This is an optimization exercise on Yosys and OpenROAD, whose aim is small area, a short achievable clock period and few clock cycles, not a production implementation. Function was checked by simulation only, so behaviour that the tests miss may differ from the original.

==> flow/design.v, too long to show whole: its modules and the start of the top module <==
// module fixed_mul_q: 1650 lines
// module perceptron_trainer_fixed: 89 lines
module perceptron_trainer_fixed
#(
    parameter int             tam        = 16,
    parameter logic [tam-1:0] LR         = 16'h0400,
    parameter int             MAX_EPOCHS = 32
) (
    input  logic                 clk,
    input  logic                 rst,
    input  logic                 start,
    input  logic [3:0][tam-1:0]  in1,
    input  logic [3:0][tam-1:0]  in2,
    input  logic [3:0][tam-1:0]  d,
    input  logic [tam-1:0]       w0_init,
    input  logic [tam-1:0]       w1_init,
    input  logic [tam-1:0]       w2_init,
    output logic [tam-1:0]       w0,
    output logic [tam-1:0]       w1,
    output logic [tam-1:0]       w2,
    output logic                 busy,
    output logic                 done,
    output logic                 converged,
    output logic [7:0]           epoch_cnt
);
  // ...
==> flow/run.sh <==
#!/bin/bash
# synth_recipe.tcl (not shown) runs the flow's synth.tcl, then flattens the netlist and writes it again
# the make line also repeats each setting of config.mk as NAME=value (left out here)
make -C /OpenROAD-flow-scripts/flow DESIGN_CONFIG=/design/flow/config.mk WORK_HOME=/design/flow/orfs CLKGATE_MAP_FILE= SYNTH_SCRIPT=/design/flow/synth_recipe.tcl finish
==> flow/config.mk <==
export PLATFORM = sky130hd
export DESIGN_NAME = perceptron_trainer_fixed
export DESIGN_NICKNAME = perceptron_trainer_fixed
export VERILOG_FILES = /design/flow/design.v
export SDC_FILE = /design/flow/constraint.sdc
export NUM_CORES = 4
export LEC_CHECK = 0
export CAP_MARGIN = 20
export CORE_MARGIN = 2
export CORE_UTILIZATION = 40
export SLEW_MARGIN = 20
==> flow/constraint.sdc <==
create_clock -name core_clock -period 13.0 [get_ports {clk}]
set_input_delay 2.6000 -clock core_clock [delete_from_list [all_inputs] [get_ports {clk}]]
set_output_delay 2.6000 -clock core_clock [all_outputs]
set_load 0.01 [all_outputs]
==> results.yml, run 1 <==
min_path:
  min_path_cells: 2
timing:
  finalSetupTns_ps: 0
  worst_pin_slew_ps: 1030
  slew_headroom_pct: 31.1
  max_freq_ghz: 0.0887
  drv_slew: 0
worst_setup_path:
  cp_max_fo: 22
  r2r_end: "w1_q[14]"
  critPathBufInv: 9
  rrSetupSlack_ps: 1720
layout:
  nNetsFinal: 2744
  final_cells: 2785
  final_cell_mix: "299 x clkdlybuf4s50_1, 276 x inv_1, 259 x xnor2_1, 241 x fa_1, 222 x a22oi_1"
  multi_input_gates: 1459
  dominant_cells: "multi-input gates"
  regArea_um2: 2370
  seq_cells: 94
  fillers: 4243
cts:
  post_cts_buffers: 0
  cts_buffers: 9
floorplanning:
  coreArea_um2: 44000
  boundaryPins: 302
grt:
  grt_pass1_vias: 15891
detailed_routing:
  vias_per_cell: 5.50
  met3_length_um: 3330
yosys:
  synth_edf_count: 49
  synth_top_area_cell: "fa_1"
  yosysMostFrequentCell: "inv_1"
  synthArstFlopShare_pct: 0
place:
  place_congestion: 0.901
outcome:
  status: "no timing/DRC/antenna violations"
Testbench counts, summed over its fixed seeds: cycles 6,410.
==> inputs of run 2 (changes only) <==
--- a/flow/config.mk
+++ b/flow/config.mk
@@ -5,7 +5,9 @@
 export SDC_FILE = /design/flow/constraint.sdc
 export NUM_CORES = 4
 export LEC_CHECK = 0
+export ABC_CLOCK_PERIOD_IN_PS = 7000
 export CAP_MARGIN = 20
 export CORE_MARGIN = 2
 export CORE_UTILIZATION = 40
+export SETUP_SLACK_MARGIN = 5
 export SLEW_MARGIN = 20
==> run 2 against run 1 <==
Still clean. Die area is the same. First-iteration DRC count grew 8.0%. Synthesized cell count is the same. Critical endpoint is now w1_q[11].
==> results.yml, run 2 <==
yosys:
  synth.distinct_cells: 68
  ys_seq_area_share_pct: 13.3
  ys_top_cells_by_area: "fa_1 27%, xnor2_1 13%, a22oi_1 9.4%, edfxtp_1 8.3%, inv_1 5.8%"
  synth_top_area_cell: "fa_1"
  yosysMostFrequentCell: "inv_1"
  syn_area_per_cell_um2: 8.83
  ys_ff_latch: 94
  yosys.area.top_type_share_pct: 27.1
  synthFlopType: "edfxtp_1"
  yosys_warnings: 1
  synth_edf_count: 49
  ys_top_cells_by_count: "277 x inv_1, 259 x xnor2_1, 241 x fa_1, 222 x a22oi_1, 140 x nand2_1"
  syn_area_um2: 17800
  synthCells: 2016
  synthArstFlopShare_pct: 0
cts:
  cts_buffers: 9
  clock_path_buffers: 2
  cts.sinks: 94
  cts_max_level: 3
  clock-root-buffer: "clkbuf_16"
  cts_tree: "built"
  clk_pin_slew_worst_paths_ps: 70
  insertion_delay_ps: 380
timing:
  finalSetupTns_ps: 0
  skew_ps: 9.69
  setup_viol: 0
  drv_slew: 0
  fin_crit_ps: 8840
  slew_headroom_pct: 32.1
  rsz0062_at_grt: "yes"
  worst_pin_slew_ps: 1020
  finalCritPeriodShare_pct: 68.0
  finalHoldViolCount: 0
  holdWs_ps: 454
  max_freq_ghz: 0.113
place:
  dp_hpwl_um: 46100
  place_congestion: 0.900
  portBuffers: 299
  place_inst: 2771
layout:
  nNetsFinal: 2800
  postLayoutCoreUtil_pct: 51.1
  drive_gt1_share_pct: 9.56
  diodes: 0
  final_common_cell: "clkdlybuf4s50_1"
  area_growth_pct: 26.3
  fillers: 4154
  final_cell_mix: "299 x clkdlybuf4s50_1, 266 x inv_1, 256 x xnor2_1, 223 x fa_1, 218 x a22oi_1"
  final_cells: 2841
detailed_routing:
  via_count: 15684
  drt-total-wl_um: 58300
  firstDrtPassIters: 7
  drtIter0Drc: 1320
  ant_nets: 0
  wl_per_cell_um: 20.5
  vias_per_cell: 5.52
  drcViolationCount: 0
worst_setup_path:
  critPathBufInv: 10
  critPathMaxStageDelay_ps: 560
  cp_data_arrival_time_ps: 8940
  critPathMostFrequentCell: "fa_2"
  cp_max_fo: 5
  critPathTopFamily: "adder cells"
  cp.required_ps: 13100
  crit_path_end_kind: "flip-flop"
  rrSetupSlack_ps: 4160
  worst_setup_path_start_kind: "flip-flop"
  path_class: "reg -> reg"
  crit_slowest_cell: "fa_1"
floorplanning:
  boundaryPins: 302
  coreArea_um2: 44000
  die_w_um: 215
  die_area_um2: 46200
  start_util_pct: 40.4
  num_rows: 77
  die_y_um: 215
grt:
  grt_pass1_wl_um: 90300
  grt_usage_pct: 25.1
  antenna_found_initial: 3
  grt_max_degree: 68
  grt_pass1_vias: 16046
  grt-ovfl-total: 0
outcome:
  status: "no timing/DRC/antenna violations"
min_path:
  hold_path.class: "reg -> reg"
flow_run:
  cap_violations: 0
## run 2: cell counts after synthesis
Identical to the previous run, type by type.
## run 2: worst paths after layout
| path | cells past startpoint | start | endpoint |
|---|---|---|---|
| worst min register to register | 2 | idx_q[1] | idx_q[1] |
| worst max register to register | 39 | x2_q[2] | w1_q[11] |
| worst max-delay path | 39 | x2_q[2] | w1_q[11] |
| worst min-delay path | 2 | idx_q[1] | idx_q[1] |
## run 2: worst reg2reg max path, delay by kind of cell, from the launching register on
family,cells,cell delay (ps)
DFF,1,360
muxes,2,550
adders and majority gates,17,5310
buffers and inverters,10,820
AOI/OAI and AO/OA,8,1280
xor gates and xnor gates,2,250
## run 2: metal layers
| layer | up-vias | share of wire [%] | global-route usage [%] |
|---|---|---|---|
| met4 | 0 | 3.6 | 9.84 |
| met5 | - | 0 | 0 |
| li1 | 7159 | - | - |
| met3 | 83 | 5.7 | 3.26 |
| met2 | 598 | 51 | 44.1 |
| met1 | 7844 | 40 | 31.3 |
## run 2: timing repair
item	CTS	global route
pin swaps	11	29
endpoints found under the setup margin	49	49
resized for setup	73	27
buffers inserted	23	27
gates cloned	3	1
hold buffers	0	0
## run 2: layout make-up
type                       count  area [um2]  area share [%]
clock buffer                  11         254            1.13
tap                          592         741            3.29
timing repair buffer         392        3850            17.1
multi-input combinational   1460       14000            62.4
clock inverter                 5        77.6           0.345
sequential                    94        2410            10.7
inverter                     287        1120            4.97
## run 2: metrics by stage
step	setup WS (ps)	area, um2
floorplan	4110	18000
global placement	2930	21300
detailed placement	2740	21300
CTS	4080	22100
global route	3840	22500
finish	4160	22500
## run 2: logic make-up (layout without fill, tap and decap cells)
family	count (synthesis)	after routing	synth area share, %
other	1	2	0.0211
adder cells (fa/ha/maj)	313	313	32.2
AND/OR/NAND/NOR	349	349	9.51
XOR/XNOR	295	295	14.6
multiplexers	40	41	2.40
AO/OA/AOI/OAI	460	460	18.0
buffers and inverters	464	695	9.94
flip-flops	94	94	13.3

-- separate check: timing with driven ports --
How much do the figures lean on ideal ports? The routed layouts below were timed once more, with nothing changed but the port constraints.
Step 1 sets driving cells, clkbuf_16 on the clock port and buf_2 on the other inputs (assumed; they add their load-dependent delay and slew).
Step 2 adds t to the input delays and takes it off the output delays; t is the mean of the earliest and latest rising clock arrival at the registers after step 1. Input paths then give back, and output paths get back, about the clock's delay inside the block.
Three values: ideal ports, drivers, drivers and shift; two values: the first two.
run	t, ns	slack for setup (ns)	worst setup path at the end
run 1	0.423	1.721 / 1.721 / 1.721	register to register
run 2	0.425	4.156 / 4.156 / 4.156	register to register
After both steps setup and hold are still met in every run listed.
